From an optimization exercise on the open Yosys and OpenROAD flow, aimed at small area, a short achievable clock period and few clock cycles per item; shortcuts taken in it are not production practice.
Where RTL was checked, it was by simulation tests only, not by an equivalence proof against the original.

AL:
// alpha_gain_position_tracker
module alpha_gain_position_tracker (
  input  wire logic                 clk,
  input  wire logic                 rst_n,
  input  wire logic                 cfg_we,
  input  wire logic [1:0]           cfg_index,
  input  wire logic [15:0]          cfg_data,
  input  wire logic                 in_valid,
  output logic                      in_stall,
  input  wire logic [32:0]          in_data,
  output logic                      out_valid,
  input  wire logic                 out_stall,
  output logic [32:0]               out_data
);
Settings: LEC_CHECK=0, ABC_AREA=1, CAP_MARGIN=20, CORE_MARGIN=2, CORE_UTILIZATION=50, SETUP_SLACK_MARGIN=4.2, SLEW_MARGIN=20; clock period 10.5 ns.
run.sh (not shown) runs the stock make flow with config.mk's settings and CLKGATE_MAP_FILE= SYNTH_SCRIPT=/design/flow/synth_recipe.tcl, a recipe that flattens the netlist after the stock synthesis.
Input changes introduced in JK (baseline for comparison: AL):
- a change of SETUP_SLACK_MARGIN from 4.2 to 4.5
## What came out
Looking at register-to-register slack, JK sits 310 ps above AL. Die outline height: JK vs AL identical. Multi-input logic cell count of JK is on par with AL. Diff AL -> JK: global-route usage up 0.22 points, highest attainable clock frequency shows an increase of 3.1%, compound-cell area share of the yosys netlist stayed essentially flat. When JK is set beside AL, its post-route minimum period turns out to be 180 ps smaller. Wire: JK routes more than AL.
No functional check of the RTL was part of any run of this note.

* * *

== run 1 ==
Another version of the RTL of alpha_gain_position_tracker (not shown whole).
Size in the first run: ~6600 cells after synthesis, ~91 I/O pins.
clock: 10.5 ns
lec_check: 0
abc_area: 1
cap_margin: 5
core_margin: 2
core_utilization: 60
place_density: 0.75
setup_slack_margin: 4.5
slew_margin: 5
Run 1 finished every step from synthesis to the final layout, and the layout passed the timing, DRC and antenna checks.
Testbench counts of run 1, summed over its fixed seeds: cycles 17,844, frames 3,200.
## Diff of input files: run 2 against run 1
- swapping 5 for 20 in SLEW_MARGIN
- swapping 60 for 50 in CORE_UTILIZATION
- swapping 5 for 20 in CAP_MARGIN
- clearing PLACE_DENSITY, which used to be 0.75
## What came out
Looking at share of the clock period used by the worst path, run 2 sits 0.33 points lower than run 1 does. Global routing met2 resource utilization for run 2 is lower than for run 1. The minimum period implied by the final worst setup slack of run 2 falls short of that of run 1 by 0.035 ns. In the metrics for run 1 and run 2, the one carrying the higher worst hold slack is run 1. In the tables for run 1 and run 2, maximum frequency reads higher with run 2. Final area essentially unchanged between run 1 and run 2. Number of cells in the design after placement ends up lower on run 1. Changes observed in run 2 relative to run 1: non-clock buffer area fraction after layout shrank by 0.27 points; number of global-route vias before repair fell about 2%; final cell count without fillers shows an increase of 185.
Input changes introduced in run 3 (baseline for comparison: run 2):
- swapping 20 for 5 in SLEW_MARGIN
- swapping 20 for 5 in CAP_MARGIN
- putting TNS_END_PERCENT at 20 where nothing was set
- putting PLACE_DENSITY at 0.75 where nothing was set
- swapping 4.5 for 4.7 in SETUP_SLACK_MARGIN
Findings:
- The run showing the smaller fraction of area in clock buffers and inverters is run 3.
- First-pass GRT wire length: lower on run 3
- Run 3: maximum frequency 2.1% above run 2
- Capturing element of the worst setup path: prod_r[40]$_DFF_P_ -> run 2, out_data[23] -> run 3
- Diff run 2 -> run 3: flip-flop and latch area did not really move, filler cell count went down.
Edits applied to the flow inputs when going from run 3 to run 4:
- SLEW_MARGIN: 5 -> 0
- CAP_MARGIN: 5 -> 0
- SETUP_SLACK_MARGIN: 4.7 -> 4.5
- TNS_END_PERCENT: 20 -> unset
--- outcome ---
When the final numbers for run 4 and run 3 were put side by side, the share of the cycle needed by the critical path after routing turned out to be greater in run 4. Sequential share of layout area is lower on run 3. [run 4] number of cells on the worst reg-to-reg path rose about 14% relative to run 3. Data arrival time of the critical path ends up lower on run 3. Diff run 3 -> run 4 | number of gates resized after CTS | down by more than 10%. Area growth from synthesis to layout ended up 1.4 points lower on run 4 than on run 3. Setup WNS run 3 -> run 4: worse.

* * *

RTL: one of the versions met above, not the one the previous note started from.
Size in the first run: ~6,700 cells after synthesis, about 340 flip-flops, about 91 I/O pins, roughly 0.046 mm^2 of cells after synthesis.
## alpha_gain_position_tracker
module alpha_gain_position_tracker (
  input  wire logic                 clk,
  input  wire logic                 rst_n,
  input  wire logic                 cfg_we,
  input  wire logic [1:0]           cfg_index,
  input  wire logic [15:0]          cfg_data,
  input  wire logic                 in_valid,
  output logic                      in_stall,
  input  wire logic [32:0]          in_data,
  output logic                      out_valid,
  input  wire logic                 out_stall,
  output logic [32:0]               out_data
);
  localparam int POS_W  = 24;
  localparam int STEP_W = 21;
  localparam int VAR_W  = 24;
  localparam int DEN_W  = 25;
  localparam int MB_W   = 25;           
  localparam int PW     = 18 + MB_W;    
  localparam int NIT    = 4;            
  localparam int CNT_W  = 2;
  localparam logic [2:0] T0 = 3'd0;
  localparam logic [2:0] T1 = 3'd1;
  localparam logic [2:0] T2 = 3'd2;
  localparam logic [2:0] T3 = 3'd3;
  localparam logic [2:0] T4 = 3'd4;
  localparam logic [2:0] T5 = 3'd5;
  localparam logic [2:0] TP = 3'd6;     
  localparam logic [1:0] V_IDLE = 2'd0;
  localparam logic [1:0] V_RUN  = 2'd1;
  localparam logic [1:0] V_DONE = 2'd2;
  localparam logic [1:0] V_FIX  = 2'd3;    
  function automatic logic signed [POS_W-1:0] sat_pos(input logic signed [POS_W+1:0] v);
    if ((&v[POS_W+1:POS_W-1]) || !(|v[POS_W+1:POS_W-1]))
      sat_pos = v[POS_W-1:0];
    else
      sat_pos = v[POS_W+1] ? {1'b1, {(POS_W-1){1'b0}}} : {1'b0, {(POS_W-1){1'b1}}};
  endfunction
  function automatic logic signed [STEP_W-1:0] sat_step(input logic signed [MB_W:0] v);
    if ((&v[MB_W:STEP_W-1]) || !(|v[MB_W:STEP_W-1]))
      sat_step = v[STEP_W-1:0];
    else
      sat_step = v[MB_W] ? {1'b1, {(STEP_W-1){1'b0}}} : {1'b0, {(STEP_W-1){1'b1}}};
  endfunction
  function automatic logic signed [15:0] to_port(input logic signed [POS_W-1:0] p);
    logic [15:0] h;
    logic        c;
    h = p[POS_W-1:8];
    c = p[7];
    for (int i = 0; i < 16; i++) begin
      to_port[i] = h[i] ^ c;
      c          = c & h[i];
    end
    if (!h[15] && to_port[15]) to_port = 16'h7FFF;
  endfunction
  logic [15:0]               pn_r, mn_r, vg_r;
  logic [2:0]                seq_r;
  ...
Settings: LEC_CHECK=0, ABC_AREA=1, CAP_MARGIN=20, CORE_MARGIN=2, CORE_UTILIZATION=50, PLACE_DENSITY=0.75, SETUP_SLACK_MARGIN=4.5, SLEW_MARGIN=20; clock period 10.5 ns.
The baseline ran to the end with no violations.
==> next run, changes <==
--- a/flow/config.mk
+++ b/flow/config.mk
@@ -6,9 +6,7 @@
 export NUM_CORES = 4
 export LEC_CHECK = 0
-export ABC_AREA = 1
 export CAP_MARGIN = 20
 export CORE_MARGIN = 2
 export CORE_UTILIZATION = 50
-export PLACE_DENSITY = 0.75
 export SETUP_SLACK_MARGIN = 4.5
 export SLEW_MARGIN = 20
After rerunning: Non-clock buffer count rises by 176; count of clock-buffer cells in the layout rises by 9; die area falls by a few percent; routed wire length falls by a few percent; clock skew rises by 0.0097 ns.
No run of this note included a check of the RTL's function; only the layout flow was run.

[re-timing with driven ports]
How much do the figures lean on ideal ports? The routed layouts below were timed once more, with nothing changed but the port constraints.
Step 1 (the two cells are an assumption about what drives the block):
set clk [get_ports {clk}]
set_driving_cell -lib_cell sky130_fd_sc_hd__clkbuf_16 $clk
set_driving_cell -lib_cell sky130_fd_sc_hd__buf_2 [delete_from_list [all_inputs] $clk]
Step 2, shift: input delay + t, output delay - t, t = (earliest + latest rising clock arrival at the registers) / 2. This alone moves slack from input paths to output paths.
Three values: ideal ports, drivers, drivers and shift; two values: the first two.
run	t (ns)	setup slack, ns	slew at the worst register clock pin (ns)
AL	0.649	4.326 / 4.260 / 4.171	0.07 / 0.07
JK	0.651	4.510 / 4.481 / 4.136	0.07 / 0.07
run 1	0.656	4.547 / 4.481 / 4.225	0.07 / 0.07
run 2	0.665	4.582 / 4.550 / 4.174	0.07 / 0.07
run 3	0.654	4.701 / 4.641 / 4.344	0.07 / 0.07
run 4	0.653	4.617 / 4.556 / 4.341	0.07 / 0.07
the first run of note 3	0.637	4.557 / 4.492 / 4.236	0.07 / 0.07
the second run of note 3	0.629	4.337 / 4.337 / 4.288	0.07 / 0.07
After both steps every run listed still meets setup and hold. For run 2, which loses most, drivers alone change the setup slack by -0.032 ns; drivers and shift together by -0.408 ns.
